This is an optimization exercise on Yosys and OpenROAD, whose aim is small area and a short achievable clock period, not a production implementation.
Only simulation tests tie the RTL to the original design; equivalence was not proved.
Power and IR drop assume default switching activity.

### design/flow/config.mk
export PLATFORM = sky130hd
export DESIGN_NAME = fu_top
export DESIGN_NICKNAME = fu_top
export VERILOG_FILES = /design/flow/design.v
export SDC_FILE = /design/flow/constraint.sdc
export NUM_CORES = 4
export LEC_CHECK = 0
export ABC_AREA = 1
export CAP_MARGIN = 20
export CORE_MARGIN = 2
export CORE_UTILIZATION = 40
export PLACE_DENSITY = 0.7
export SLEW_MARGIN = 20
### design/flow/constraint.sdc
create_clock -name core_clock -period 13.0 [get_ports {clk_i}]
set_input_delay 2.6000 -clock core_clock [delete_from_list [all_inputs] [get_ports {clk_i}]]
set_output_delay 2.6000 -clock core_clock [all_outputs]
set_load 0.01 [all_outputs]
### design/flow/design.v
`timescale 1ns/100ps
package fu_pkg;
  localparam int unsigned N_BITS = 32;
  localparam int unsigned ACC_LEN_W = 16;
  localparam int unsigned SHAMT_W = 5;
  typedef logic [N_BITS-1:0] data_t;
  typedef logic [ACC_LEN_W-1:0] acc_len_t;
  typedef enum logic [3:0] {
    NOP  = 4'd0,
    ADD  = 4'd1,
    SUB  = 4'd2,
    MUL  = 4'd3,
    LSH  = 4'd4,
    ARSH = 4'd5,
    LRSH = 4'd6,
    MIN  = 4'd7,
    MAX  = 4'd8,
    ABS  = 4'd9,
    ACC  = 4'd10,
    DIV  = 4'd11,
    REM  = 4'd12
  } fu_op_e;
endpackage
`timescale 1ns/100ps
module fu_alu (
  input  fu_pkg::fu_op_e instr_i,
  input  fu_pkg::data_t  a_i,
  input  fu_pkg::data_t  b_i,
  output fu_pkg::data_t  res_o
);
  fu_pkg::data_t               add_a;
  fu_pkg::data_t               add_b;
  logic                add_cin;
  logic [fu_pkg::N_BITS:0]     add_full;
  fu_pkg::data_t               add_res;
  logic                a_lt_b;
  fu_pkg::data_t               mul_res;
  fu_pkg::data_t               pp [fu_pkg::N_BITS/2];
  fu_pkg::data_t               pp_neg;
  logic [fu_pkg::SHAMT_W-1:0]  shamt;
  fu_pkg::data_t               a_rev;
  logic [2*fu_pkg::N_BITS-1:0] shift_in;
  logic [2*fu_pkg::N_BITS-1:0] shift_full;
  fu_pkg::data_t               shift_res;
  fu_pkg::data_t               lsh_res;
  always_comb begin
    add_a   = a_i;
    add_b   = b_i;
    add_cin = 1'b0;
    case (instr_i)
      fu_pkg::SUB, fu_pkg::MIN, fu_pkg::MAX: begin
        add_b   = ~b_i;
        add_cin = 1'b1;
      end
      fu_pkg::ABS: begin
        add_a   = '0;
        add_b   = ~a_i;
        add_cin = 1'b1;
      end
      default: begin
        add_cin = 1'b0;
      end
    endcase
  end
  assign add_full = {add_a, add_cin} + {add_b, add_cin};
  assign add_res  = add_full[fu_pkg::N_BITS:1];
  assign a_lt_b = (a_i[fu_pkg::N_BITS-1] != b_i[fu_pkg::N_BITS-1]) ? a_i[fu_pkg::N_BITS-1] : add_res[fu_pkg::N_BITS-1];
  always_comb begin
    logic [fu_pkg::N_BITS:0] bx;
    logic bneg, bone, btwo;
    bx = {b_i, 1'b0};
    pp_neg = '0;
    for (int i = 0; i < fu_pkg::N_BITS/2; i++) begin
      bneg = bx[2*i+2];
      bone = bx[2*i+1] ^ bx[2*i];
      btwo = (bx[2*i+2] & ~bx[2*i+1] & ~bx[2*i]) | (~bx[2*i+2] & bx[2*i+1] & bx[2*i]);
      pp[i] = '0;
      for (int k = 2*i; k < fu_pkg::N_BITS; k++) begin
        pp[i][k] = ((bone & a_i[k-2*i]) | (btwo & ((k > 2*i) ? a_i[k-2*i-1] : 1'b0))) ^ bneg;
      end
      pp_neg[2*i] = bneg;
    end
  end
  fu_pkg::data_t mul_row0;
  fu_pkg::data_t mul_row1;
  logic t1, t2, t3, t4, t5, t6, t7, t8;
  logic t9, t10, t11, t12, t13, t14, t15, t16;
  logic t17, t18, t19, t20, t21, t22, t23, t24;
  logic t25, t26, t27, t28, t29, t30, t31, t32;
  logic t33, t34, t35, t36, t37, t38, t39, t40;
  logic t41, t42, t43, t44, t45, t46, t47, t48;
  logic t49, t50, t51, t52, t53, t54, t55, t56;
  logic t57, t58, t59, t60, t61, t62, t63, t64;
  logic t65, t66, t67, t68, t69, t70, t71, t72;
  logic t73, t74, t75, t76, t77, t78, t79, t80;
  logic t81, t82, t83, t84, t85, t86, t87, t88;
  logic t89, t90, t91, t92, t93, t94, t95, t96;
  logic t97, t98, t99, t100, t101, t102, t103, t104;
  logic t105, t106, t107, t108, t109, t110, t111, t112;
  logic t113, t114, t115, t116, t117, t118, t119, t120;
  logic t121, t122, t123, t124, t125, t126, t127, t128;
  logic t129, t130, t131, t132, t133, t134, t135, t136;
  logic t137, t138, t139, t140, t141, t142, t143, t144;
  logic t145, t146, t147, t148, t149, t150, t151, t152;
  logic t153, t154, t155, t156, t157, t158, t159, t160;
  logic t161, t162, t163, t164, t165, t166, t167, t168;
  logic t169, t170, t171, t172, t173, t174, t175, t176;
  logic t177, t178, t179, t180, t181, t182, t183, t184;
  logic t185, t186, t187, t188, t189, t190, t191, t192;
  logic t193, t194, t195, t196, t197, t198, t199, t200;
  logic t201, t202, t203, t204, t205, t206, t207, t208;
  logic t209, t210, t211, t212, t213, t214, t215, t216;
  logic t217, t218, t219, t220, t221, t222, t223, t224;
  logic t225, t226, t227, t228, t229, t230, t231, t232;
  logic t233, t234, t235, t236, t237, t238, t239, t240;
  logic t241, t242, t243, t244, t245, t246, t247, t248;
  logic t249, t250, t251, t252, t253, t254, t255, t256;
  logic t257, t258, t259, t260, t261, t262, t263, t264;
  logic t265, t266, t267, t268, t269, t270, t271, t272;
  logic t273, t274, t275, t276, t277, t278, t279, t280;
  logic t281, t282, t283, t284, t285, t286, t287, t288;
  logic t289, t290, t291, t292, t293, t294, t295, t296;
  logic t297, t298, t299, t300, t301, t302, t303, t304;
  logic t305, t306, t307, t308, t309, t310, t311, t312;
  logic t313, t314, t315, t316, t317, t318, t319, t320;
  logic t321, t322, t323, t324, t325, t326, t327, t328;
  logic t329, t330, t331, t332, t333, t334, t335, t336;
  logic t337, t338, t339, t340, t341, t342, t343, t344;
  logic t345, t346, t347, t348, t349, t350, t351, t352;
  logic t353, t354, t355, t356, t357, t358, t359, t360;
  logic t361, t362, t363, t364, t365, t366, t367, t368;
  logic t369, t370, t371, t372, t373, t374, t375, t376;
  logic t377, t378, t379, t380, t381, t382, t383, t384;
  logic t385, t386, t387, t388, t389, t390, t391, t392;
  logic t393, t394, t395, t396, t397, t398, t399, t400;
  logic t401, t402, t403, t404, t405, t406, t407, t408;
  logic t409, t410, t411, t412, t413, t414, t415, t416;
  logic t417, t418, t419, t420, t421, t422, t423, t424;
  logic t425, t426, t427, t428, t429, t430, t431, t432;
  logic t433, t434, t435, t436, t437, t438, t439, t440;
  logic t441, t442, t443, t444, t445, t446, t447, t448;
  logic t449, t450, t451, t452, t453, t454, t455, t456;
  logic t457, t458, t459, t460, t461, t462, t463, t464;
  logic t465, t466, t467, t468, t469, t470, t471, t472;
  logic t473, t474, t475, t476, t477, t478, t479, t480;
  assign t1 = pp[0][24] ^ pp[1][24];
  assign t2 = pp[0][24] & pp[1][24];
  assign t3 = pp[0][25] ^ pp[1][25];
  assign t4 = pp[0][25] & pp[1][25];
  assign t5 = pp[0][26] ^ pp[1][26] ^ pp[2][26];
  assign t6 = (pp[0][26] & pp[1][26]) | (pp[2][26] & (pp[0][26] ^ pp[1][26]));
  assign t7 = pp[3][26] ^ pp[4][26];
  assign t8 = pp[3][26] & pp[4][26];
  assign t9 = pp[0][27] ^ pp[1][27] ^ pp[2][27];
  assign t10 = (pp[0][27] & pp[1][27]) | (pp[2][27] & (pp[0][27] ^ pp[1][27]));
  assign t11 = pp[3][27] ^ pp[4][27];
  assign t12 = pp[3][27] & pp[4][27];
  assign t13 = pp[0][28] ^ pp[1][28] ^ pp[2][28];
  assign t14 = (pp[0][28] & pp[1][28]) | (pp[2][28] & (pp[0][28] ^ pp[1][28]));
  assign t15 = pp[3][28] ^ pp[4][28] ^ pp[5][28];
  assign t16 = (pp[3][28] & pp[4][28]) | (pp[5][28] & (pp[3][28] ^ pp[4][28]));
  assign t17 = pp[6][28] ^ pp[7][28];
  assign t18 = pp[6][28] & pp[7][28];
  assign t19 = pp[0][29] ^ pp[1][29] ^ pp[2][29];
  assign t20 = (pp[0][29] & pp[1][29]) | (pp[2][29] & (pp[0][29] ^ pp[1][29]));
  assign t21 = pp[3][29] ^ pp[4][29] ^ pp[5][29];
  assign t22 = (pp[3][29] & pp[4][29]) | (pp[5][29] & (pp[3][29] ^ pp[4][29]));
  assign t23 = pp[6][29] ^ pp[7][29];
  assign t24 = pp[6][29] & pp[7][29];
  assign t25 = pp[0][30] ^ pp[1][30] ^ pp[2][30];
  assign t26 = (pp[0][30] & pp[1][30]) | (pp[2][30] & (pp[0][30] ^ pp[1][30]));
  assign t27 = pp[3][30] ^ pp[4][30] ^ pp[5][30];
  assign t28 = (pp[3][30] & pp[4][30]) | (pp[5][30] & (pp[3][30] ^ pp[4][30]));
  assign t29 = pp[6][30] ^ pp[7][30] ^ pp[8][30];
  assign t30 = (pp[6][30] & pp[7][30]) | (pp[8][30] & (pp[6][30] ^ pp[7][30]));
  assign t31 = pp[9][30] ^ pp[10][30];
  assign t32 = pp[9][30] & pp[10][30];
  assign t33 = pp[0][31] ^ pp[1][31] ^ pp[2][31];
  assign t34 = (pp[0][31] & pp[1][31]) | (pp[2][31] & (pp[0][31] ^ pp[1][31]));
  assign t35 = pp[3][31] ^ pp[4][31] ^ pp[5][31];
  assign t36 = (pp[3][31] & pp[4][31]) | (pp[5][31] & (pp[3][31] ^ pp[4][31]));
  assign t37 = pp[6][31] ^ pp[7][31] ^ pp[8][31];
  assign t38 = (pp[6][31] & pp[7][31]) | (pp[8][31] & (pp[6][31] ^ pp[7][31]));
  assign t39 = pp[9][31] ^ pp[10][31];
  assign t40 = pp[9][31] & pp[10][31];
  assign t41 = pp[0][16] ^ pp[1][16];
  assign t42 = pp[0][16] & pp[1][16];
  assign t43 = pp[0][17] ^ pp[1][17];
  assign t44 = pp[0][17] & pp[1][17];
  assign t45 = pp[0][18] ^ pp[1][18] ^ pp[2][18];
  assign t46 = (pp[0][18] & pp[1][18]) | (pp[2][18] & (pp[0][18] ^ pp[1][18]));
  assign t47 = pp[3][18] ^ pp[4][18];
  assign t48 = pp[3][18] & pp[4][18];
  assign t49 = pp[0][19] ^ pp[1][19] ^ pp[2][19];
  assign t50 = (pp[0][19] & pp[1][19]) | (pp[2][19] & (pp[0][19] ^ pp[1][19]));
  assign t51 = pp[3][19] ^ pp[4][19];
  assign t52 = pp[3][19] & pp[4][19];
  assign t53 = pp[0][20] ^ pp[1][20] ^ pp[2][20];
  assign t54 = (pp[0][20] & pp[1][20]) | (pp[2][20] & (pp[0][20] ^ pp[1][20]));
  assign t55 = pp[3][20] ^ pp[4][20] ^ pp[5][20];
  assign t56 = (pp[3][20] & pp[4][20]) | (pp[5][20] & (pp[3][20] ^ pp[4][20]));
  assign t57 = pp[6][20] ^ pp[7][20];
  assign t58 = pp[6][20] & pp[7][20];
  assign t59 = pp[0][21] ^ pp[1][21] ^ pp[2][21];
  assign t60 = (pp[0][21] & pp[1][21]) | (pp[2][21] & (pp[0][21] ^ pp[1][21]));
  assign t61 = pp[3][21] ^ pp[4][21] ^ pp[5][21];
  assign t62 = (pp[3][21] & pp[4][21]) | (pp[5][21] & (pp[3][21] ^ pp[4][21]));
  assign t63 = pp[6][21] ^ pp[7][21];
  assign t64 = pp[6][21] & pp[7][21];
  assign t65 = pp[0][22] ^ pp[1][22] ^ pp[2][22];
  assign t66 = (pp[0][22] & pp[1][22]) | (pp[2][22] & (pp[0][22] ^ pp[1][22]));
  assign t67 = pp[3][22] ^ pp[4][22] ^ pp[5][22];
  assign t68 = (pp[3][22] & pp[4][22]) | (pp[5][22] & (pp[3][22] ^ pp[4][22]));
  assign t69 = pp[6][22] ^ pp[7][22] ^ pp[8][22];
  assign t70 = (pp[6][22] & pp[7][22]) | (pp[8][22] & (pp[6][22] ^ pp[7][22]));
  assign t71 = pp[9][22] ^ pp[10][22];
  assign t72 = pp[9][22] & pp[10][22];
  assign t73 = pp[0][23] ^ pp[1][23] ^ pp[2][23];
  assign t74 = (pp[0][23] & pp[1][23]) | (pp[2][23] & (pp[0][23] ^ pp[1][23]));
  assign t75 = pp[3][23] ^ pp[4][23] ^ pp[5][23];
  assign t76 = (pp[3][23] & pp[4][23]) | (pp[5][23] & (pp[3][23] ^ pp[4][23]));
  assign t77 = pp[6][23] ^ pp[7][23] ^ pp[8][23];
  assign t78 = (pp[6][23] & pp[7][23]) | (pp[8][23] & (pp[6][23] ^ pp[7][23]));
  assign t79 = pp[9][23] ^ pp[10][23];
  assign t80 = pp[9][23] & pp[10][23];
  assign t81 = pp[2][24] ^ pp[3][24] ^ pp[4][24];
  assign t82 = (pp[2][24] & pp[3][24]) | (pp[4][24] & (pp[2][24] ^ pp[3][24]));
  assign t83 = pp[5][24] ^ pp[6][24] ^ pp[7][24];
  assign t84 = (pp[5][24] & pp[6][24]) | (pp[7][24] & (pp[5][24] ^ pp[6][24]));
  assign t85 = pp[8][24] ^ pp[9][24] ^ pp[10][24];
  assign t86 = (pp[8][24] & pp[9][24]) | (pp[10][24] & (pp[8][24] ^ pp[9][24]));
  assign t87 = pp[11][24] ^ pp[12][24] ^ pp_neg[24];
  assign t88 = (pp[11][24] & pp[12][24]) | (pp_neg[24] & (pp[11][24] ^ pp[12][24]));
  assign t89 = pp[2][25] ^ pp[3][25] ^ pp[4][25];
  assign t90 = (pp[2][25] & pp[3][25]) | (pp[4][25] & (pp[2][25] ^ pp[3][25]));
  assign t91 = pp[5][25] ^ pp[6][25] ^ pp[7][25];
  assign t92 = (pp[5][25] & pp[6][25]) | (pp[7][25] & (pp[5][25] ^ pp[6][25]));
  assign t93 = pp[8][25] ^ pp[9][25] ^ pp[10][25];
  assign t94 = (pp[8][25] & pp[9][25]) | (pp[10][25] & (pp[8][25] ^ pp[9][25]));
  assign t95 = pp[11][25] ^ pp[12][25] ^ t3;
  assign t96 = (pp[11][25] & pp[12][25]) | (t3 & (pp[11][25] ^ pp[12][25]));
  assign t97 = pp[5][26] ^ pp[6][26] ^ pp[7][26];
  assign t98 = (pp[5][26] & pp[6][26]) | (pp[7][26] & (pp[5][26] ^ pp[6][26]));
  assign t99 = pp[8][26] ^ pp[9][26] ^ pp[10][26];
  assign t100 = (pp[8][26] & pp[9][26]) | (pp[10][26] & (pp[8][26] ^ pp[9][26]));
  assign t101 = pp[11][26] ^ pp[12][26] ^ pp[13][26];
  assign t102 = (pp[11][26] & pp[12][26]) | (pp[13][26] & (pp[11][26] ^ pp[12][26]));
  assign t103 = pp_neg[26] ^ t5 ^ t7;
  assign t104 = (pp_neg[26] & t5) | (t7 & (pp_neg[26] ^ t5));
  assign t105 = pp[5][27] ^ pp[6][27] ^ pp[7][27];
  assign t106 = (pp[5][27] & pp[6][27]) | (pp[7][27] & (pp[5][27] ^ pp[6][27]));
  assign t107 = pp[8][27] ^ pp[9][27] ^ pp[10][27];
  assign t108 = (pp[8][27] & pp[9][27]) | (pp[10][27] & (pp[8][27] ^ pp[9][27]));
  assign t109 = pp[11][27] ^ pp[12][27] ^ pp[13][27];
  assign t110 = (pp[11][27] & pp[12][27]) | (pp[13][27] & (pp[11][27] ^ pp[12][27]));
  assign t111 = t9 ^ t11 ^ t6;
  assign t112 = (t9 & t11) | (t6 & (t9 ^ t11));
  assign t113 = pp[8][28] ^ pp[9][28] ^ pp[10][28];
  assign t114 = (pp[8][28] & pp[9][28]) | (pp[10][28] & (pp[8][28] ^ pp[9][28]));
  assign t115 = pp[11][28] ^ pp[12][28] ^ pp[13][28];
  assign t116 = (pp[11][28] & pp[12][28]) | (pp[13][28] & (pp[11][28] ^ pp[12][28]));
  assign t117 = pp[14][28] ^ pp_neg[28] ^ t13;
  assign t118 = (pp[14][28] & pp_neg[28]) | (t13 & (pp[14][28] ^ pp_neg[28]));
  assign t119 = t15 ^ t17 ^ t10;
  assign t120 = (t15 & t17) | (t10 & (t15 ^ t17));
  assign t121 = pp[8][29] ^ pp[9][29] ^ pp[10][29];
  assign t122 = (pp[8][29] & pp[9][29]) | (pp[10][29] & (pp[8][29] ^ pp[9][29]));
  assign t123 = pp[11][29] ^ pp[12][29] ^ pp[13][29];
  assign t124 = (pp[11][29] & pp[12][29]) | (pp[13][29] & (pp[11][29] ^ pp[12][29]));
  assign t125 = pp[14][29] ^ t19 ^ t21;
  assign t126 = (pp[14][29] & t19) | (t21 & (pp[14][29] ^ t19));
  assign t127 = t23 ^ t14 ^ t16;
  assign t128 = (t23 & t14) | (t16 & (t23 ^ t14));
  assign t129 = pp[11][30] ^ pp[12][30] ^ pp[13][30];
  assign t130 = (pp[11][30] & pp[12][30]) | (pp[13][30] & (pp[11][30] ^ pp[12][30]));
  assign t131 = pp[14][30] ^ pp[15][30] ^ pp_neg[30];
  assign t132 = (pp[14][30] & pp[15][30]) | (pp_neg[30] & (pp[14][30] ^ pp[15][30]));
  assign t133 = t25 ^ t27 ^ t29;
  assign t134 = (t25 & t27) | (t29 & (t25 ^ t27));
  assign t135 = t31 ^ t20 ^ t22;
  assign t136 = (t31 & t20) | (t22 & (t31 ^ t20));
  assign t137 = pp[11][31] ^ pp[12][31] ^ pp[13][31];
  assign t138 = (pp[11][31] & pp[12][31]) | (pp[13][31] & (pp[11][31] ^ pp[12][31]));
  assign t139 = pp[14][31] ^ pp[15][31] ^ t33;
  assign t140 = (pp[14][31] & pp[15][31]) | (t33 & (pp[14][31] ^ pp[15][31]));
  assign t141 = t35 ^ t37 ^ t39;
  assign t142 = (t35 & t37) | (t39 & (t35 ^ t37));
  assign t143 = t26 ^ t28 ^ t30;
  assign t144 = (t26 & t28) | (t30 & (t26 ^ t28));
  assign t145 = pp[0][10] ^ pp[1][10];
  assign t146 = pp[0][10] & pp[1][10];
  assign t147 = pp[0][11] ^ pp[1][11];
  assign t148 = pp[0][11] & pp[1][11];
  assign t149 = pp[0][12] ^ pp[1][12] ^ pp[2][12];
  assign t150 = (pp[0][12] & pp[1][12]) | (pp[2][12] & (pp[0][12] ^ pp[1][12]));
  assign t151 = pp[3][12] ^ pp[4][12];
  assign t152 = pp[3][12] & pp[4][12];
  assign t153 = pp[0][13] ^ pp[1][13] ^ pp[2][13];
  assign t154 = (pp[0][13] & pp[1][13]) | (pp[2][13] & (pp[0][13] ^ pp[1][13]));
  assign t155 = pp[3][13] ^ pp[4][13];
  assign t156 = pp[3][13] & pp[4][13];
  assign t157 = pp[0][14] ^ pp[1][14] ^ pp[2][14];
  assign t158 = (pp[0][14] & pp[1][14]) | (pp[2][14] & (pp[0][14] ^ pp[1][14]));
  assign t159 = pp[3][14] ^ pp[4][14] ^ pp[5][14];
  assign t160 = (pp[3][14] & pp[4][14]) | (pp[5][14] & (pp[3][14] ^ pp[4][14]));
  assign t161 = pp[6][14] ^ pp[7][14];
  assign t162 = pp[6][14] & pp[7][14];
  assign t163 = pp[0][15] ^ pp[1][15] ^ pp[2][15];
  assign t164 = (pp[0][15] & pp[1][15]) | (pp[2][15] & (pp[0][15] ^ pp[1][15]));
  assign t165 = pp[3][15] ^ pp[4][15] ^ pp[5][15];
  assign t166 = (pp[3][15] & pp[4][15]) | (pp[5][15] & (pp[3][15] ^ pp[4][15]));
  assign t167 = pp[6][15] ^ pp[7][15];
  assign t168 = pp[6][15] & pp[7][15];
  assign t169 = pp[2][16] ^ pp[3][16] ^ pp[4][16];
  assign t170 = (pp[2][16] & pp[3][16]) | (pp[4][16] & (pp[2][16] ^ pp[3][16]));
  assign t171 = pp[5][16] ^ pp[6][16] ^ pp[7][16];
  assign t172 = (pp[5][16] & pp[6][16]) | (pp[7][16] & (pp[5][16] ^ pp[6][16]));
  assign t173 = pp[8][16] ^ pp_neg[16] ^ t41;
  assign t174 = (pp[8][16] & pp_neg[16]) | (t41 & (pp[8][16] ^ pp_neg[16]));
  assign t175 = pp[2][17] ^ pp[3][17] ^ pp[4][17];
  assign t176 = (pp[2][17] & pp[3][17]) | (pp[4][17] & (pp[2][17] ^ pp[3][17]));
  assign t177 = pp[5][17] ^ pp[6][17] ^ pp[7][17];
  assign t178 = (pp[5][17] & pp[6][17]) | (pp[7][17] & (pp[5][17] ^ pp[6][17]));
  assign t179 = pp[8][17] ^ t43 ^ t42;
  assign t180 = (pp[8][17] & t43) | (t42 & (pp[8][17] ^ t43));
  assign t181 = pp[5][18] ^ pp[6][18] ^ pp[7][18];
  assign t182 = (pp[5][18] & pp[6][18]) | (pp[7][18] & (pp[5][18] ^ pp[6][18]));
  assign t183 = pp[8][18] ^ pp[9][18] ^ pp_neg[18];
  assign t184 = (pp[8][18] & pp[9][18]) | (pp_neg[18] & (pp[8][18] ^ pp[9][18]));
  assign t185 = t45 ^ t47 ^ t44;
  assign t186 = (t45 & t47) | (t44 & (t45 ^ t47));
  assign t187 = pp[5][19] ^ pp[6][19] ^ pp[7][19];
  assign t188 = (pp[5][19] & pp[6][19]) | (pp[7][19] & (pp[5][19] ^ pp[6][19]));
  assign t189 = pp[8][19] ^ pp[9][19] ^ t49;
  assign t190 = (pp[8][19] & pp[9][19]) | (t49 & (pp[8][19] ^ pp[9][19]));
  assign t191 = t51 ^ t46 ^ t48;
  assign t192 = (t51 & t46) | (t48 & (t51 ^ t46));
  assign t193 = pp[8][20] ^ pp[9][20] ^ pp[10][20];
  assign t194 = (pp[8][20] & pp[9][20]) | (pp[10][20] & (pp[8][20] ^ pp[9][20]));
  assign t195 = pp_neg[20] ^ t53 ^ t55;
  assign t196 = (pp_neg[20] & t53) | (t55 & (pp_neg[20] ^ t53));
  assign t197 = t57 ^ t50 ^ t52;
  assign t198 = (t57 & t50) | (t52 & (t57 ^ t50));
  assign t199 = pp[8][21] ^ pp[9][21] ^ pp[10][21];
  assign t200 = (pp[8][21] & pp[9][21]) | (pp[10][21] & (pp[8][21] ^ pp[9][21]));
  assign t201 = t59 ^ t61 ^ t63;
  assign t202 = (t59 & t61) | (t63 & (t59 ^ t61));
  assign t203 = t54 ^ t56 ^ t58;
  assign t204 = (t54 & t56) | (t58 & (t54 ^ t56));
  assign t205 = pp[11][22] ^ pp_neg[22] ^ t65;
  assign t206 = (pp[11][22] & pp_neg[22]) | (t65 & (pp[11][22] ^ pp_neg[22]));
  assign t207 = t67 ^ t69 ^ t71;
  assign t208 = (t67 & t69) | (t71 & (t67 ^ t69));
  assign t209 = t60 ^ t62 ^ t64;
  assign t210 = (t60 & t62) | (t64 & (t60 ^ t62));
  assign t211 = pp[11][23] ^ t73 ^ t75;
  assign t212 = (pp[11][23] & t73) | (t75 & (pp[11][23] ^ t73));
  assign t213 = t77 ^ t79 ^ t66;
  assign t214 = (t77 & t79) | (t66 & (t77 ^ t79));
  assign t215 = t68 ^ t70 ^ t72;
  assign t216 = (t68 & t70) | (t72 & (t68 ^ t70));
  assign t217 = t1 ^ t81 ^ t83;
  assign t218 = (t1 & t81) | (t83 & (t1 ^ t81));
  assign t219 = t85 ^ t87 ^ t74;
  assign t220 = (t85 & t87) | (t74 & (t85 ^ t87));
  assign t221 = t76 ^ t78 ^ t80;
  assign t222 = (t76 & t78) | (t80 & (t76 ^ t78));
  assign t223 = t2 ^ t89 ^ t91;
  assign t224 = (t2 & t89) | (t91 & (t2 ^ t89));
  assign t225 = t93 ^ t95 ^ t82;
  assign t226 = (t93 & t95) | (t82 & (t93 ^ t95));
  assign t227 = t84 ^ t86 ^ t88;
  assign t228 = (t84 & t86) | (t88 & (t84 ^ t86));
  assign t229 = t4 ^ t97 ^ t99;
  assign t230 = (t4 & t97) | (t99 & (t4 ^ t97));
  assign t231 = t101 ^ t103 ^ t90;
  assign t232 = (t101 & t103) | (t90 & (t101 ^ t103));
  assign t233 = t92 ^ t94 ^ t96;
  assign t234 = (t92 & t94) | (t96 & (t92 ^ t94));
  assign t235 = t8 ^ t105 ^ t107;
  assign t236 = (t8 & t105) | (t107 & (t8 ^ t105));
  assign t237 = t109 ^ t111 ^ t98;
  assign t238 = (t109 & t111) | (t98 & (t109 ^ t111));
  assign t239 = t100 ^ t102 ^ t104;
  assign t240 = (t100 & t102) | (t104 & (t100 ^ t102));
  assign t241 = t12 ^ t113 ^ t115;
  assign t242 = (t12 & t113) | (t115 & (t12 ^ t113));
  assign t243 = t117 ^ t119 ^ t106;
  assign t244 = (t117 & t119) | (t106 & (t117 ^ t119));
  assign t245 = t108 ^ t110 ^ t112;
  assign t246 = (t108 & t110) | (t112 & (t108 ^ t110));
  assign t247 = t18 ^ t121 ^ t123;
  assign t248 = (t18 & t121) | (t123 & (t18 ^ t121));
  assign t249 = t125 ^ t127 ^ t114;
  assign t250 = (t125 & t127) | (t114 & (t125 ^ t127));
  assign t251 = t116 ^ t118 ^ t120;
  assign t252 = (t116 & t118) | (t120 & (t116 ^ t118));
  assign t253 = t24 ^ t129 ^ t131;
  assign t254 = (t24 & t129) | (t131 & (t24 ^ t129));
  assign t255 = t133 ^ t135 ^ t122;
  assign t256 = (t133 & t135) | (t122 & (t133 ^ t135));
  assign t257 = t124 ^ t126 ^ t128;
  assign t258 = (t124 & t126) | (t128 & (t124 ^ t126));
  assign t259 = t32 ^ t137 ^ t139;
  assign t260 = (t32 & t137) | (t139 & (t32 ^ t137));
  assign t261 = t141 ^ t143 ^ t130;
  assign t262 = (t141 & t143) | (t130 & (t141 ^ t143));
  assign t263 = t132 ^ t134 ^ t136;
  assign t264 = (t132 & t134) | (t136 & (t132 ^ t134));
  assign t265 = pp[0][6] ^ pp[1][6];
  assign t266 = pp[0][6] & pp[1][6];
  assign t267 = pp[0][7] ^ pp[1][7];
  assign t268 = pp[0][7] & pp[1][7];
  assign t269 = pp[0][8] ^ pp[1][8] ^ pp[2][8];
  assign t270 = (pp[0][8] & pp[1][8]) | (pp[2][8] & (pp[0][8] ^ pp[1][8]));
  assign t271 = pp[3][8] ^ pp[4][8];
  assign t272 = pp[3][8] & pp[4][8];
  assign t273 = pp[0][9] ^ pp[1][9] ^ pp[2][9];
  assign t274 = (pp[0][9] & pp[1][9]) | (pp[2][9] & (pp[0][9] ^ pp[1][9]));
  assign t275 = pp[3][9] ^ pp[4][9];
  assign t276 = pp[3][9] & pp[4][9];
  assign t277 = pp[2][10] ^ pp[3][10] ^ pp[4][10];
  assign t278 = (pp[2][10] & pp[3][10]) | (pp[4][10] & (pp[2][10] ^ pp[3][10]));
  assign t279 = pp[5][10] ^ pp_neg[10] ^ t145;
  assign t280 = (pp[5][10] & pp_neg[10]) | (t145 & (pp[5][10] ^ pp_neg[10]));
  assign t281 = pp[2][11] ^ pp[3][11] ^ pp[4][11];
  assign t282 = (pp[2][11] & pp[3][11]) | (pp[4][11] & (pp[2][11] ^ pp[3][11]));
  assign t283 = pp[5][11] ^ t147 ^ t146;
  assign t284 = (pp[5][11] & t147) | (t146 & (pp[5][11] ^ t147));
  assign t285 = pp[5][12] ^ pp[6][12] ^ pp_neg[12];
  assign t286 = (pp[5][12] & pp[6][12]) | (pp_neg[12] & (pp[5][12] ^ pp[6][12]));
  assign t287 = t149 ^ t151 ^ t148;
  assign t288 = (t149 & t151) | (t148 & (t149 ^ t151));
  assign t289 = pp[5][13] ^ pp[6][13] ^ t153;
  assign t290 = (pp[5][13] & pp[6][13]) | (t153 & (pp[5][13] ^ pp[6][13]));
  assign t291 = t155 ^ t150 ^ t152;
  assign t292 = (t155 & t150) | (t152 & (t155 ^ t150));
  assign t293 = pp_neg[14] ^ t157 ^ t159;
  assign t294 = (pp_neg[14] & t157) | (t159 & (pp_neg[14] ^ t157));
  assign t295 = t161 ^ t154 ^ t156;
  assign t296 = (t161 & t154) | (t156 & (t161 ^ t154));
  assign t297 = t163 ^ t165 ^ t167;
  assign t298 = (t163 & t165) | (t167 & (t163 ^ t165));
  assign t299 = t158 ^ t160 ^ t162;
  assign t300 = (t158 & t160) | (t162 & (t158 ^ t160));
  assign t301 = t169 ^ t171 ^ t173;
  assign t302 = (t169 & t171) | (t173 & (t169 ^ t171));
  assign t303 = t164 ^ t166 ^ t168;
  assign t304 = (t164 & t166) | (t168 & (t164 ^ t166));
  assign t305 = t175 ^ t177 ^ t179;
  assign t306 = (t175 & t177) | (t179 & (t175 ^ t177));
  assign t307 = t170 ^ t172 ^ t174;
  assign t308 = (t170 & t172) | (t174 & (t170 ^ t172));
  assign t309 = t181 ^ t183 ^ t185;
  assign t310 = (t181 & t183) | (t185 & (t181 ^ t183));
  assign t311 = t176 ^ t178 ^ t180;
  assign t312 = (t176 & t178) | (t180 & (t176 ^ t178));
  assign t313 = t187 ^ t189 ^ t191;
  assign t314 = (t187 & t189) | (t191 & (t187 ^ t189));
  assign t315 = t182 ^ t184 ^ t186;
  assign t316 = (t182 & t184) | (t186 & (t182 ^ t184));
  assign t317 = t193 ^ t195 ^ t197;
  assign t318 = (t193 & t195) | (t197 & (t193 ^ t195));
  assign t319 = t188 ^ t190 ^ t192;
  assign t320 = (t188 & t190) | (t192 & (t188 ^ t190));
  assign t321 = t199 ^ t201 ^ t203;
  assign t322 = (t199 & t201) | (t203 & (t199 ^ t201));
  assign t323 = t194 ^ t196 ^ t198;
  assign t324 = (t194 & t196) | (t198 & (t194 ^ t196));
  assign t325 = t205 ^ t207 ^ t209;
  assign t326 = (t205 & t207) | (t209 & (t205 ^ t207));
  assign t327 = t200 ^ t202 ^ t204;
  assign t328 = (t200 & t202) | (t204 & (t200 ^ t202));
  assign t329 = t211 ^ t213 ^ t215;
  assign t330 = (t211 & t213) | (t215 & (t211 ^ t213));
  assign t331 = t206 ^ t208 ^ t210;
  assign t332 = (t206 & t208) | (t210 & (t206 ^ t208));
  assign t333 = t217 ^ t219 ^ t221;
  assign t334 = (t217 & t219) | (t221 & (t217 ^ t219));
  assign t335 = t212 ^ t214 ^ t216;
  assign t336 = (t212 & t214) | (t216 & (t212 ^ t214));
  assign t337 = t223 ^ t225 ^ t227;
  assign t338 = (t223 & t225) | (t227 & (t223 ^ t225));
  assign t339 = t218 ^ t220 ^ t222;
  assign t340 = (t218 & t220) | (t222 & (t218 ^ t220));
  assign t341 = t229 ^ t231 ^ t233;
  assign t342 = (t229 & t231) | (t233 & (t229 ^ t231));
  assign t343 = t224 ^ t226 ^ t228;
  assign t344 = (t224 & t226) | (t228 & (t224 ^ t226));
  assign t345 = t235 ^ t237 ^ t239;
  assign t346 = (t235 & t237) | (t239 & (t235 ^ t237));
  assign t347 = t230 ^ t232 ^ t234;
  assign t348 = (t230 & t232) | (t234 & (t230 ^ t232));
  assign t349 = t241 ^ t243 ^ t245;
  assign t350 = (t241 & t243) | (t245 & (t241 ^ t243));
  assign t351 = t236 ^ t238 ^ t240;
  assign t352 = (t236 & t238) | (t240 & (t236 ^ t238));
  assign t353 = t247 ^ t249 ^ t251;
  assign t354 = (t247 & t249) | (t251 & (t247 ^ t249));
  assign t355 = t242 ^ t244 ^ t246;
  assign t356 = (t242 & t244) | (t246 & (t242 ^ t244));
  assign t357 = t253 ^ t255 ^ t257;
  assign t358 = (t253 & t255) | (t257 & (t253 ^ t255));
  assign t359 = t248 ^ t250 ^ t252;
  assign t360 = (t248 & t250) | (t252 & (t248 ^ t250));
  assign t361 = t259 ^ t261 ^ t263;
  assign t362 = (t259 & t261) | (t263 & (t259 ^ t261));
  assign t363 = t254 ^ t256 ^ t258;
  assign t364 = (t254 & t256) | (t258 & (t254 ^ t256));
  assign t365 = pp[0][4] ^ pp[1][4];
  assign t366 = pp[0][4] & pp[1][4];
  assign t367 = pp[0][5] ^ pp[1][5];
  assign t368 = pp[0][5] & pp[1][5];
  assign t369 = pp[2][6] ^ pp[3][6] ^ pp_neg[6];
  assign t370 = (pp[2][6] & pp[3][6]) | (pp_neg[6] & (pp[2][6] ^ pp[3][6]));
  assign t371 = pp[2][7] ^ pp[3][7] ^ t267;
  assign t372 = (pp[2][7] & pp[3][7]) | (t267 & (pp[2][7] ^ pp[3][7]));
  assign t373 = pp_neg[8] ^ t269 ^ t271;
  assign t374 = (pp_neg[8] & t269) | (t271 & (pp_neg[8] ^ t269));
  assign t375 = t273 ^ t275 ^ t270;
  assign t376 = (t273 & t275) | (t270 & (t273 ^ t275));
  assign t377 = t277 ^ t279 ^ t274;
  assign t378 = (t277 & t279) | (t274 & (t277 ^ t279));
  assign t379 = t281 ^ t283 ^ t278;
  assign t380 = (t281 & t283) | (t278 & (t281 ^ t283));
  assign t381 = t285 ^ t287 ^ t282;
  assign t382 = (t285 & t287) | (t282 & (t285 ^ t287));
  assign t383 = t289 ^ t291 ^ t286;
  assign t384 = (t289 & t291) | (t286 & (t289 ^ t291));
  assign t385 = t293 ^ t295 ^ t290;
  assign t386 = (t293 & t295) | (t290 & (t293 ^ t295));
  assign t387 = t297 ^ t299 ^ t294;
  assign t388 = (t297 & t299) | (t294 & (t297 ^ t299));
  assign t389 = t301 ^ t303 ^ t298;
  assign t390 = (t301 & t303) | (t298 & (t301 ^ t303));
  assign t391 = t305 ^ t307 ^ t302;
  assign t392 = (t305 & t307) | (t302 & (t305 ^ t307));
  assign t393 = t309 ^ t311 ^ t306;
  assign t394 = (t309 & t311) | (t306 & (t309 ^ t311));
  assign t395 = t313 ^ t315 ^ t310;
  assign t396 = (t313 & t315) | (t310 & (t313 ^ t315));
  assign t397 = t317 ^ t319 ^ t314;
  assign t398 = (t317 & t319) | (t314 & (t317 ^ t319));
  assign t399 = t321 ^ t323 ^ t318;
  assign t400 = (t321 & t323) | (t318 & (t321 ^ t323));
  assign t401 = t325 ^ t327 ^ t322;
  assign t402 = (t325 & t327) | (t322 & (t325 ^ t327));
  assign t403 = t329 ^ t331 ^ t326;
  assign t404 = (t329 & t331) | (t326 & (t329 ^ t331));
  assign t405 = t333 ^ t335 ^ t330;
  assign t406 = (t333 & t335) | (t330 & (t333 ^ t335));
  assign t407 = t337 ^ t339 ^ t334;
  assign t408 = (t337 & t339) | (t334 & (t337 ^ t339));
  assign t409 = t341 ^ t343 ^ t338;
  assign t410 = (t341 & t343) | (t338 & (t341 ^ t343));
  assign t411 = t345 ^ t347 ^ t342;
  assign t412 = (t345 & t347) | (t342 & (t345 ^ t347));
  assign t413 = t349 ^ t351 ^ t346;
  assign t414 = (t349 & t351) | (t346 & (t349 ^ t351));
  assign t415 = t353 ^ t355 ^ t350;
  assign t416 = (t353 & t355) | (t350 & (t353 ^ t355));
  assign t417 = t357 ^ t359 ^ t354;
  assign t418 = (t357 & t359) | (t354 & (t357 ^ t359));
  assign t419 = t361 ^ t363 ^ t358;
  assign t420 = (t361 & t363) | (t358 & (t361 ^ t363));
  assign t421 = pp[0][2] ^ pp[1][2];
  assign t422 = pp[0][2] & pp[1][2];
  assign t423 = pp[0][3] ^ pp[1][3];
  assign t424 = pp[0][3] & pp[1][3];
  assign t425 = pp[2][4] ^ pp_neg[4] ^ t365;
  assign t426 = (pp[2][4] & pp_neg[4]) | (t365 & (pp[2][4] ^ pp_neg[4]));
  assign t427 = pp[2][5] ^ t367 ^ t366;
  assign t428 = (pp[2][5] & t367) | (t366 & (pp[2][5] ^ t367));
  assign t429 = t265 ^ t369 ^ t368;
  assign t430 = (t265 & t369) | (t368 & (t265 ^ t369));
  assign t431 = t266 ^ t371 ^ t370;
  assign t432 = (t266 & t371) | (t370 & (t266 ^ t371));
  assign t433 = t268 ^ t373 ^ t372;
  assign t434 = (t268 & t373) | (t372 & (t268 ^ t373));
  assign t435 = t272 ^ t375 ^ t374;
  assign t436 = (t272 & t375) | (t374 & (t272 ^ t375));
  assign t437 = t276 ^ t377 ^ t376;
  assign t438 = (t276 & t377) | (t376 & (t276 ^ t377));
  assign t439 = t280 ^ t379 ^ t378;
  assign t440 = (t280 & t379) | (t378 & (t280 ^ t379));
  assign t441 = t284 ^ t381 ^ t380;
  assign t442 = (t284 & t381) | (t380 & (t284 ^ t381));
  assign t443 = t288 ^ t383 ^ t382;
  assign t444 = (t288 & t383) | (t382 & (t288 ^ t383));
  assign t445 = t292 ^ t385 ^ t384;
  assign t446 = (t292 & t385) | (t384 & (t292 ^ t385));
  assign t447 = t296 ^ t387 ^ t386;
  assign t448 = (t296 & t387) | (t386 & (t296 ^ t387));
  assign t449 = t300 ^ t389 ^ t388;
  assign t450 = (t300 & t389) | (t388 & (t300 ^ t389));
  assign t451 = t304 ^ t391 ^ t390;
  assign t452 = (t304 & t391) | (t390 & (t304 ^ t391));
  assign t453 = t308 ^ t393 ^ t392;
  assign t454 = (t308 & t393) | (t392 & (t308 ^ t393));
  assign t455 = t312 ^ t395 ^ t394;
  assign t456 = (t312 & t395) | (t394 & (t312 ^ t395));
  assign t457 = t316 ^ t397 ^ t396;
  assign t458 = (t316 & t397) | (t396 & (t316 ^ t397));
  assign t459 = t320 ^ t399 ^ t398;
  assign t460 = (t320 & t399) | (t398 & (t320 ^ t399));
  assign t461 = t324 ^ t401 ^ t400;
  assign t462 = (t324 & t401) | (t400 & (t324 ^ t401));
  assign t463 = t328 ^ t403 ^ t402;
  assign t464 = (t328 & t403) | (t402 & (t328 ^ t403));
  assign t465 = t332 ^ t405 ^ t404;
  assign t466 = (t332 & t405) | (t404 & (t332 ^ t405));
  assign t467 = t336 ^ t407 ^ t406;
  assign t468 = (t336 & t407) | (t406 & (t336 ^ t407));
  assign t469 = t340 ^ t409 ^ t408;
  assign t470 = (t340 & t409) | (t408 & (t340 ^ t409));
  assign t471 = t344 ^ t411 ^ t410;
  assign t472 = (t344 & t411) | (t410 & (t344 ^ t411));
  assign t473 = t348 ^ t413 ^ t412;
  assign t474 = (t348 & t413) | (t412 & (t348 ^ t413));
  assign t475 = t352 ^ t415 ^ t414;
  assign t476 = (t352 & t415) | (t414 & (t352 ^ t415));
  assign t477 = t356 ^ t417 ^ t416;
  assign t478 = (t356 & t417) | (t416 & (t356 ^ t417));
  assign t479 = t360 ^ t419 ^ t418;
  assign t480 = (t360 & t419) | (t418 & (t360 ^ t419));
  assign mul_row0 = {t479, t477, t475, t473, t471, t469, t467, t465, t463, t461, t459, t457, t455, t453, t451, t449, t447, t445, t443, t441, t439, t437, t435, t433, t431, t429, t427, t425, t423, pp_neg[2], pp[0][1], pp[0][0]};
  assign mul_row1 = {t478, t476, t474, t472, t470, t468, t466, t464, t462, t460, t458, t456, t454, t452, t450, t448, t446, t444, t442, t440, t438, t436, t434, t432, t430, t428, t426, t424, t422, t421, 1'b0, pp_neg[0]};
  assign mul_res = mul_row0 + mul_row1;
  assign shamt = b_i[fu_pkg::SHAMT_W-1:0];
  always_comb begin
    for (int i = 0; i < fu_pkg::N_BITS; i++) begin
      a_rev[i] = a_i[fu_pkg::N_BITS-1-i];
    end
  end
  always_comb begin
    case (instr_i)
      fu_pkg::LSH:     shift_in = {{fu_pkg::N_BITS{1'b0}}, a_rev};
      fu_pkg::LRSH:    shift_in = {{fu_pkg::N_BITS{1'b0}}, a_i};
      default: shift_in = {{fu_pkg::N_BITS{a_i[fu_pkg::N_BITS-1]}}, a_i};
    endcase
  end
  assign shift_full = shift_in >> shamt;
  assign shift_res  = shift_full[fu_pkg::N_BITS-1:0];
  always_comb begin
    for (int i = 0; i < fu_pkg::N_BITS; i++) begin
      lsh_res[i] = shift_res[fu_pkg::N_BITS-1-i];
    end
  end
  always_comb begin
    case (instr_i)
      fu_pkg::ADD, fu_pkg::ACC, fu_pkg::SUB: res_o = add_res;
      fu_pkg::MUL:           res_o = mul_res;
      fu_pkg::LSH:           res_o = lsh_res;
      fu_pkg::ARSH, fu_pkg::LRSH:    res_o = shift_res;
      fu_pkg::MIN:           res_o = a_lt_b ? a_i : b_i;
      fu_pkg::MAX:           res_o = a_lt_b ? b_i : a_i;
      fu_pkg::ABS:           res_o = a_i[fu_pkg::N_BITS-1] ? add_res : a_i;
      default:       res_o = '0;
    endcase
  end
endmodule
`timescale 1ns/100ps
module fu_acc_ctrl (
  input  logic             clk_i,
  input  logic             rst_n_i,
  input  logic             acc_en_i,
  input  logic             ops_valid_i,
  input  logic             pea_ready_i,
  input  fu_pkg::acc_len_t acc_len_i,
  output logic             acc_valid_o,
  output logic             acc_loopback_o
);
  fu_pkg::acc_len_t cnt_q;
  logic     accept;
  logic     run_end;
  assign accept = ops_valid_i & pea_ready_i;
  assign run_end = (cnt_q == acc_len_i);
  always_ff @(posedge clk_i or negedge rst_n_i) begin
    if (!rst_n_i) begin
      cnt_q          <= '0;
      acc_loopback_o <= 1'b0;
    end else if (!acc_en_i) begin
      cnt_q          <= '0;
      acc_loopback_o <= 1'b0;
    end else if (accept) begin
      if (run_end) begin
        cnt_q          <= '0;
        acc_loopback_o <= 1'b0;
      end else begin
        cnt_q          <= cnt_q + fu_pkg::acc_len_t'(1);
        acc_loopback_o <= 1'b1;
      end
    end
  end
  assign acc_valid_o = ops_valid_i & run_end;
endmodule
`timescale 1ns/100ps
module div_stage #(
  parameter int unsigned J0 = 0,
  parameter int unsigned N  = 1
) (
  input  logic [((J0 > 0) ? J0 : 1)-1:0] rem_i,
  input  logic [N-1:0]                   dvd_i,
  input  fu_pkg::data_t                  divisor_i,
  output logic [J0+N-1:0]                rem_o,
  output logic [N-1:0]                   quo_o
);
  localparam int unsigned NB = fu_pkg::N_BITS;
  fu_pkg::data_t rem [N+1];
  if (J0 > 0) begin : g_rin
    always_comb begin
      rem[0]       = '0;
      rem[0][J0-1:0] = rem_i;
    end
  end else begin : g_rzero
    assign rem[0] = '0;
  end
  for (genvar s = 0; s < N; s++) begin : g_step
    localparam int unsigned J = J0 + s;
    localparam int unsigned W = J + 1;
    logic [W-1:0] rem_ext;
    logic [W:0]   diff;
    logic         hi_zero;
    logic         fits;
    if (J == 0) begin : g_first
      assign rem_ext = dvd_i[N-1-s];
    end else begin : g_next
      assign rem_ext = {rem[s][J-1:0], dvd_i[N-1-s]};
    end
    if (J >= NB - 1) begin : g_full
      assign hi_zero = 1'b1;
    end else begin : g_part
      assign hi_zero = ~|divisor_i[NB-1:J+1];
    end
    assign diff = {1'b0, rem_ext} - {1'b0, divisor_i[W-1:0]};
    assign fits = hi_zero & ~diff[W];
    always_comb begin
      rem[s+1]        = '0;
      rem[s+1][W-1:0] = fits ? diff[W-1:0] : rem_ext;
    end
    assign quo_o[N-1-s] = fits;
  end
  assign rem_o = rem[N][J0+N-1:0];
endmodule
`timescale 1ns/100ps
module div_pipe #(
  parameter logic [31:0] REG_AFTER = 32'h08420820
) (
  input  logic          clk_i,
  input  logic          rst_n_i,
  input  logic          in_valid_i,
  input  logic          pea_ready_i,
  input  fu_pkg::data_t a_i,
  input  fu_pkg::data_t b_i,
  output fu_pkg::data_t q_o,
  output fu_pkg::data_t r_o,
  output logic          valid_o
);
  localparam int unsigned NB = fu_pkg::N_BITS;
  function automatic int unsigned seg_begin(input int unsigned k);
    int unsigned n;
    int unsigned b;
    n = 0;
    b = (k == 0) ? 0 : NB;
    for (int unsigned j = 0; j < NB - 1; j++) begin
      if (REG_AFTER[j]) begin
        n = n + 1;
        if (n == k) b = j + 1;
      end
    end
    seg_begin = b;
  endfunction
  function automatic int unsigned seg_count();
    int unsigned n;
    n = 1;
    for (int unsigned j = 0; j < NB - 1; j++) begin
      if (REG_AFTER[j]) n = n + 1;
    end
    seg_count = n;
  endfunction
  localparam int unsigned NSEG = seg_count();
  fu_pkg::data_t rem   [NSEG+1];
  fu_pkg::data_t quo   [NSEG+1];
  fu_pkg::data_t dvs   [NSEG+1];
  logic          neg_q [NSEG+1];
  logic          neg_r [NSEG+1];
  logic          vld   [NSEG+1];
  logic a_neg;
  logic b_neg;
  logic b_zero;
  assign a_neg  = a_i[NB-1];
  assign b_neg  = b_i[NB-1];
  assign b_zero = (b_i == '0);
  assign rem[0]   = '0;
  assign quo[0]   = a_neg ? -a_i : a_i;
  assign dvs[0]   = b_neg ? -b_i : b_i;
  assign neg_q[0] = (a_neg ^ b_neg) & ~b_zero;
  assign neg_r[0] = a_neg;
  assign vld[0]   = in_valid_i;
  for (genvar k = 0; k < NSEG; k++) begin : g_seg
    localparam int unsigned B = seg_begin(k);
    localparam int unsigned E = seg_begin(k + 1);
    localparam int unsigned N = E - B;
    logic [((B > 0) ? B : 1)-1:0] rem_in;
    logic [E-1:0]                 rem_nxt;
    logic [N-1:0]                 q_bits;
    fu_pkg::data_t                quo_nxt;
    if (B > 0) begin : g_rin
      assign rem_in = rem[k][B-1:0];
    end else begin : g_rzero
      assign rem_in = 1'b0;
    end
    div_stage #(
      .J0(B),
      .N (N)
    ) div_stage_inst (
      .rem_i    (rem_in),
      .dvd_i    (quo[k][NB-1:NB-N]),
      .divisor_i(dvs[k]),
      .rem_o    (rem_nxt),
      .quo_o    (q_bits)
    );
    if (N < NB) begin : g_shift
      assign quo_nxt = {quo[k][NB-N-1:0], q_bits};
    end else begin : g_whole
      assign quo_nxt = q_bits;
    end
    if (REG_AFTER[E-1]) begin : g_reg
      logic [E-1:0]  rem_q;
      fu_pkg::data_t quo_q;
      fu_pkg::data_t dvs_q;
      logic          neg_q_q;
      logic          neg_r_q;
      logic          vld_q;
      always_ff @(posedge clk_i or negedge rst_n_i) begin
        if (!rst_n_i) begin
          vld_q <= 1'b0;
        end else if (pea_ready_i) begin
          vld_q <= vld[k];
        end
      end
      always_ff @(posedge clk_i) begin
        if (pea_ready_i) begin
          rem_q   <= rem_nxt;
          quo_q   <= quo_nxt;
          dvs_q   <= dvs[k];
          neg_q_q <= neg_q[k];
          neg_r_q <= neg_r[k];
        end
      end
      always_comb begin
        rem[k+1]        = '0;
        rem[k+1][E-1:0] = rem_q;
      end
      assign quo[k+1]   = quo_q;
      assign dvs[k+1]   = dvs_q;
      assign neg_q[k+1] = neg_q_q;
      assign neg_r[k+1] = neg_r_q;
      assign vld[k+1]   = vld_q;
    end else begin : g_comb
      always_comb begin
        rem[k+1]        = '0;
        rem[k+1][E-1:0] = rem_nxt;
      end
      assign quo[k+1]   = quo_nxt;
      assign dvs[k+1]   = dvs[k];
      assign neg_q[k+1] = neg_q[k];
      assign neg_r[k+1] = neg_r[k];
      assign vld[k+1]   = vld[k];
    end
  end
  assign q_o     = neg_q[NSEG] ? -quo[NSEG] : quo[NSEG];
  assign r_o     = neg_r[NSEG] ? -rem[NSEG] : rem[NSEG];
  assign valid_o = vld[NSEG];
endmodule
`timescale 1ns/100ps
module fu_top #(
  parameter int unsigned DIV_STAGE_BITS = 2
) (
  input  logic             clk_i,
  input  logic             rst_n_i,
  input  logic             ops_valid_i,
  input  logic             pea_ready_i,
  input  fu_pkg::data_t    a_i,
  input  fu_pkg::data_t    b_i,
  input  fu_pkg::fu_op_e   instr_i,
  input  fu_pkg::acc_len_t acc_len_i,
  output logic             valid_o,
  output logic             acc_loopback_o,
  output fu_pkg::data_t    res_o,
  output fu_pkg::data_t    rem_q_o
);
  fu_pkg::fu_op_e alu_op;
  logic   is_acc;
  logic   is_div;
  logic   is_rem;
  logic   acc_en;
  logic   acc_valid;
  logic   div_in_valid;
  logic   div_valid;
  fu_pkg::data_t  alu_res;
  fu_pkg::data_t  div_q;
  fu_pkg::data_t  div_r;
  always_comb begin
    alu_op = fu_pkg::NOP;
    is_acc = 1'b0;
    is_div = 1'b0;
    is_rem = 1'b0;
    case (instr_i)
      fu_pkg::ADD, fu_pkg::SUB, fu_pkg::MUL, fu_pkg::LSH, fu_pkg::ARSH, fu_pkg::LRSH, fu_pkg::MIN, fu_pkg::MAX, fu_pkg::ABS: begin
        alu_op = instr_i;
      end
      fu_pkg::ACC: begin
        alu_op = fu_pkg::ACC;
        is_acc = 1'b1;
      end
      fu_pkg::DIV:     is_div = 1'b1;
      fu_pkg::REM:     is_rem = 1'b1;
      default: alu_op = fu_pkg::NOP;
    endcase
  end
  assign acc_en       = is_acc;
  assign div_in_valid = ops_valid_i & (is_div | is_rem);
  fu_alu fu_alu_inst (
    .instr_i(alu_op),
    .a_i    (a_i),
    .b_i    (b_i),
    .res_o  (alu_res)
  );
  fu_acc_ctrl fu_acc_ctrl_inst (
    .clk_i         (clk_i),
    .rst_n_i       (rst_n_i),
    .acc_en_i      (acc_en),
    .ops_valid_i   (ops_valid_i),
    .pea_ready_i   (pea_ready_i),
    .acc_len_i     (acc_len_i),
    .acc_valid_o   (acc_valid),
    .acc_loopback_o(acc_loopback_o)
  );
  div_pipe div_pipe_inst (
    .clk_i      (clk_i),
    .rst_n_i    (rst_n_i),
    .in_valid_i (div_in_valid),
    .pea_ready_i(pea_ready_i),
    .a_i        (a_i),
    .b_i        (b_i),
    .q_o        (div_q),
    .r_o        (div_r),
    .valid_o    (div_valid)
  );
  assign valid_o = (is_div | is_rem) ? div_valid :
                   is_acc            ? acc_valid : ops_valid_i;
  always_comb begin
    res_o   = alu_res;
    rem_q_o = '0;
    if (is_div) begin
      res_o   = div_q;
      rem_q_o = div_r;
    end else if (is_rem) begin
      res_o   = div_r;
      rem_q_o = div_q;
    end
  end
endmodule
### design/flow/run.sh
#!/bin/bash
# synth_recipe.tcl (not shown) runs the flow's synth.tcl, then flattens the netlist and writes it again
# the make line also repeats each setting of config.mk as NAME=value (left out here)
make -C /OpenROAD-flow-scripts/flow DESIGN_CONFIG=/design/flow/config.mk WORK_HOME=/design/flow/orfs CLKGATE_MAP_FILE= SYNTH_SCRIPT=/design/flow/synth_recipe.tcl finish
==> summary.txt <==
## logic make-up after synthesis
family	after synthesis	synth area share, %
simple gates	4246	26.4
compound gates	2176	17.6
buf+inv	1602	9.00
fa+ha+maj	859	17.9
xor+xnor	798	10.1
flops	439	18.9
mux	8	0.121
## power groups by stage
stage / Clock, W / Sequential, W / Combinational, W
after floorplan: 0 / 0.00173 / 0.00853
after detailed placement: 0 / 0.00178 / 0.0137
after global routing: 0.00149 / 0.00176 / 0.0157
final: 0.00141 / 0.00175 / 0.0143
after global placement: 0 / 0.00178 / 0.0137
after CTS: 0.00144 / 0.00175 / 0.0139
## state kept, by name, summed over array words and instances, names as in the netlist
signal and count:
div_pipe_inst.g_seg.g_reg.rem_q 87, div_pipe_inst.g_seg.g_reg.quo_q 160, div_pipe_inst.g_seg.g_reg.neg_q_q 5, div_pipe_inst.g_seg.g_reg.neg_r_q 5, fu_acc_ctrl_inst.acc_loopback_o 1, fu_acc_ctrl_inst.cnt_q 16, div_pipe_inst.g_seg.g_reg.dvs_q 160, div_pipe_inst.g_seg.g_reg.vld_q 5
## stage by stage
stage	hold WS, ns	utilization [%]	instances
finish	0.342	46.6	12900
CTS	0.339	45.5	12800
floorplan	0.400	-	10100
global placement	0.401	44.2	12700
global route	0.363	46.6	12900
detailed placement	0.405	44.2	12700
## worst reg2reg max path: cells and delay by family (launching register included)
family          cells  cell delay, ns
compound gates     28            4.29
buf+inv             9            1.45
simple gates       34            3.92
fa+ha+maj           5            1.71
flops               1            0.55
## layout by cell type, fill, tap and decap left out, drive strengths merged, types with 283 or more instances in the layout
cell / instances
nor2: 693
a21oi: 717
xor2: 611
o22ai: 283
nand3: 610
o21ai: 812
edfxtp: 417
nand2: 2457
ha: 641
inv: 1215
buf: 560
## worst min-delay path by stage
stage | endpoint | slack, ns | start
2_1_floorplan | div_pipe_inst.g_seg[1].g_reg.neg_q_q | 0.40 | div_pipe_inst.g_seg[0].g_reg.neg_q_q
3_3_place_gp | div_pipe_inst.g_seg[4].g_reg.neg_q_q | 0.40 | div_pipe_inst.g_seg[3].g_reg.neg_q_q
3_5_place_dp | div_pipe_inst.g_seg[3].g_reg.quo_q[16] | 0.40 | div_pipe_inst.g_seg[2].g_reg.quo_q[11]
4_1_cts | div_pipe_inst.g_seg[2].g_reg.quo_q[16] | 0.34 | div_pipe_inst.g_seg[1].g_reg.quo_q[10]
5_1_grt | div_pipe_inst.g_seg[4].g_reg.quo_q[6] | 0.36 | div_pipe_inst.g_seg[3].g_reg.quo_q[1]
6_report | div_pipe_inst.g_seg[2].g_reg.quo_q[17] | 0.34 | div_pipe_inst.g_seg[1].g_reg.quo_q[11]
## per-layer routing
| layer | vias up | global-route usage, % |
|---|---|---|
| li1 | 34800 | - |
| met1 | 34500 | 40.6 |
| met2 | 3190 | 52.9 |
| met3 | 902 | 5.43 |
| met4 | 18 | 20.2 |
| met5 | - | 0 |
## repair_timing
| action | in CTS | in global routing |
|---|---|---|
| setup buffers | 17 | 65 |
| pin swaps | 6 | 64 |
| endpoints found under the hold margin | 0 | 0 |
| gates resized for setup | 86 | 416 |
| setup endpoints to repair | 85 | 154 |
| cloned | 3 | 5 |
## Yosys cell counts, types with 14 or more instances
library cell / count
nand3_1: 586
o22ai_1: 283
clkinv_1: 24
xnor2_1: 187
nand3b_1: 32
clkbuf_1: 220
a21o_1: 42
o21ai_1: 95
buf_6: 14
a21oi_1: 714
o21ai_0: 710
nor4_1: 38
or2_1: 15
inv_1: 1195
nor2_2: 18
nand4_1: 111
o21a_1: 56
nand2_1: 2403
inv_2: 28
buf_2: 74
xor2_1: 609
o21bai_1: 57
nand2_2: 49
nor2_1: 664
o221ai_1: 21
o211ai_1: 54
edfxtp_1: 417
nor3_1: 110
dfrtp_1: 22
a31oi_1: 43
or2_2: 81
buf_1: 38
ha_1: 641
fa_1: 218
a21boi_0: 24
and2_1: 66
nand3_2: 23
## cell type report
cell class	instances	area share, %
clock buffer	55	1.59
tap	2310	3.61
antenna	8	0.0250
timing repair buffer	709	7.69
inverter	1249	5.97
clock inverter	35	0.470
sequential	439	16.3
multi-input combinational	8087	64.3
timing repair inverter	2	0.0172
==> impl_metrics.json <==
{
  "port_buffers": 153,
  "status": "timing/DRC/antenna clean",
  "chipHeight_um": 420,
  "fillers": 17500,
  "cp.required_ns": 10.40,
  "async_flop_share_pct": 5.01,
  "syn_area_sq_um": 69300,
  "place_area_sq_um": 76000,
  "setup_violations": 0,
  "hpwlAfterDp_um": 244000,
  "drt-met1-wl_um": 120000,
  "grt_pass1_vias": 70500,
  "dr.pass1.iters": 7,
  "hold_violations": 0,
  "p_leak_nw": 38.2,
  "max_stage_delay_ns": 0.66,
  "grt_setup_unrepaired": "true",
  "crit_start": "b_i[11]",
  "clk_pin_slew_ns": 0.06,
  "cp_max_fo": 10,
  "p_comb_share_pct": 81.8,
  "r2r_slack_ns": 0.77,
  "critPathCapture": "res_o[27]",
  "switching_share_pct": 56.0,
  "slew_violations": 0,
  "cp.depth": 26,
  "power.switching_w": 0.00976,
  "r2r-start": "div_pipe_inst.g_seg[2].g_reg.dvs_q[13]",
  "critical_path.top_delay_family": "adder cells",
  "hold_path_depth": 0,
  "die-area_sq_um": 177000,
  "clock_skew_ns": 0.0908,
  "synth_cell_types": 78,
  "worstSkewPairLatency_ns": 0.67,
  "endpoint_kind": "output pin",
  "drive_above_1_share_pct": 11.3,
  "reg2reg_depth": 76,
  "cts_hold_buffers": 0,
  "ys_seq_elements": 439,
  "drtIter0Drc": 7180,
  "grt_max_degree": 194,
  "cts_max_path_buffers": 3,
  "power_density_nw_per_um2": 218,
  "wl_um": 299000,
  "fmax_ghz": 0.0781,
  "viasPerCell": 5.69,
  "r2r-end": "div_pipe_inst.g_seg[3].g_reg.rem_q[22]",
  "crit_type": "input port to output pin",
  "rows": 152,
  "crit_buf_inv": 7,
  "tightest_slew_ns": 1.06,
  "critPathMostFrequentCell": "fa_1",
  "cts.sinks": 439,
  "vdd_ir_drop_max_uv": 670,
  "grt_usage_pct": 32.7,
  "grt-ovfl-total": 0,
  "synth_ff_type": "edfxtp_1",
  "pwr-share-seq_pct": 10.1,
  "fp.dieW_um": 420,
  "setup_slack_ns": 0.192,
  "slew_headroom_pct": 28.9,
  "antenna_found_initial": 21,
  "yosys_warnings": 29,
  "start_util_pct": 40.3,
  "min_path_type": "flop to flop",
  "cap_violations": 0,
  "clock_tree.root_cell": "clkbuf_16",
  "tritoncts": "yes",
  "wl_met2_um": 134000,
  "avgSynthCellArea_sq_um": 6.85,
  "regArea_sq_um": 13100,
  "final_antenna_net_count": 0,
  "preCtsSetupSlack_ns": -0.487,
  "yosysSeqAreaShare_pct": 18.9,
  "core-area_sq_um": 172000,
  "synth_area_leaders": "edfxtp_1, nand2_1, ha_1, xor2_1, inv_1",
  "numCtsBuffers": 50,
  "finalNetCount": 11500,
  "htreeDepth": 2,
  "top_layer_used": "met5",
  "grt_pass1_wl_um": 437000,
  "finalInstanceArea_sq_um": 80100,
  "met3_length_um": 21900,
  "vias": 73400,
  "cp.arrival_ns": 10.21,
  "routedWlPerCell_um": 23.2,
  "synth_nets": 11100,
  "ios": 154,
  "yosys.area.top_type": "edfxtp_1",
  "cpMaxStageDelayCell": "clkdlybuf4s50_1",
  "multiInputGateArea_sq_um": 51500,
  "yosysTopAreaCellShare_pct": 18.1,
  "fin_crit_sh_pct": 98.5,
  "setup_tns_ns": 0,
  "gp_congestion": 1.09,
  "synth_edf_count": 417,
  "area_delta_synth_final_pct": 15.5,
  "synth_cells": 10100,
  "critPathLaunchType": "input port",
  "drc": 0,
  "intPower_w": 0.00767,
  "min_period_ns": 12.81,
  "power_frac_clock_pct": 8.1,
  "power_w": 0.0174
}

[static timing again, ports no longer ideal]
The results above use ideal ports. As a check the final layout listed here was re-extracted and re-timed, cells and wires unchanged. Step 1, drivers: a clkbuf_16 drives clk_i and a buf_2 each remaining input, both assumed. Step 2 also shifts input and output timing later by t, the mid clock arrival at the registers, as if the neighbouring blocks saw the same clock. Slacks: ideal ports / drivers / drivers and shift; pairs: ideal ports / drivers.
shift t [ns]: 0.703
setup WS [ns]: 0.192 / 0.167 / 0.167
worst register clock-pin slew, ns: 0.07 / 0.07
After both steps setup and hold are still met in this run. The setup slack of this run moves by -0.025 ns with the drivers and by -0.025 ns with both steps.
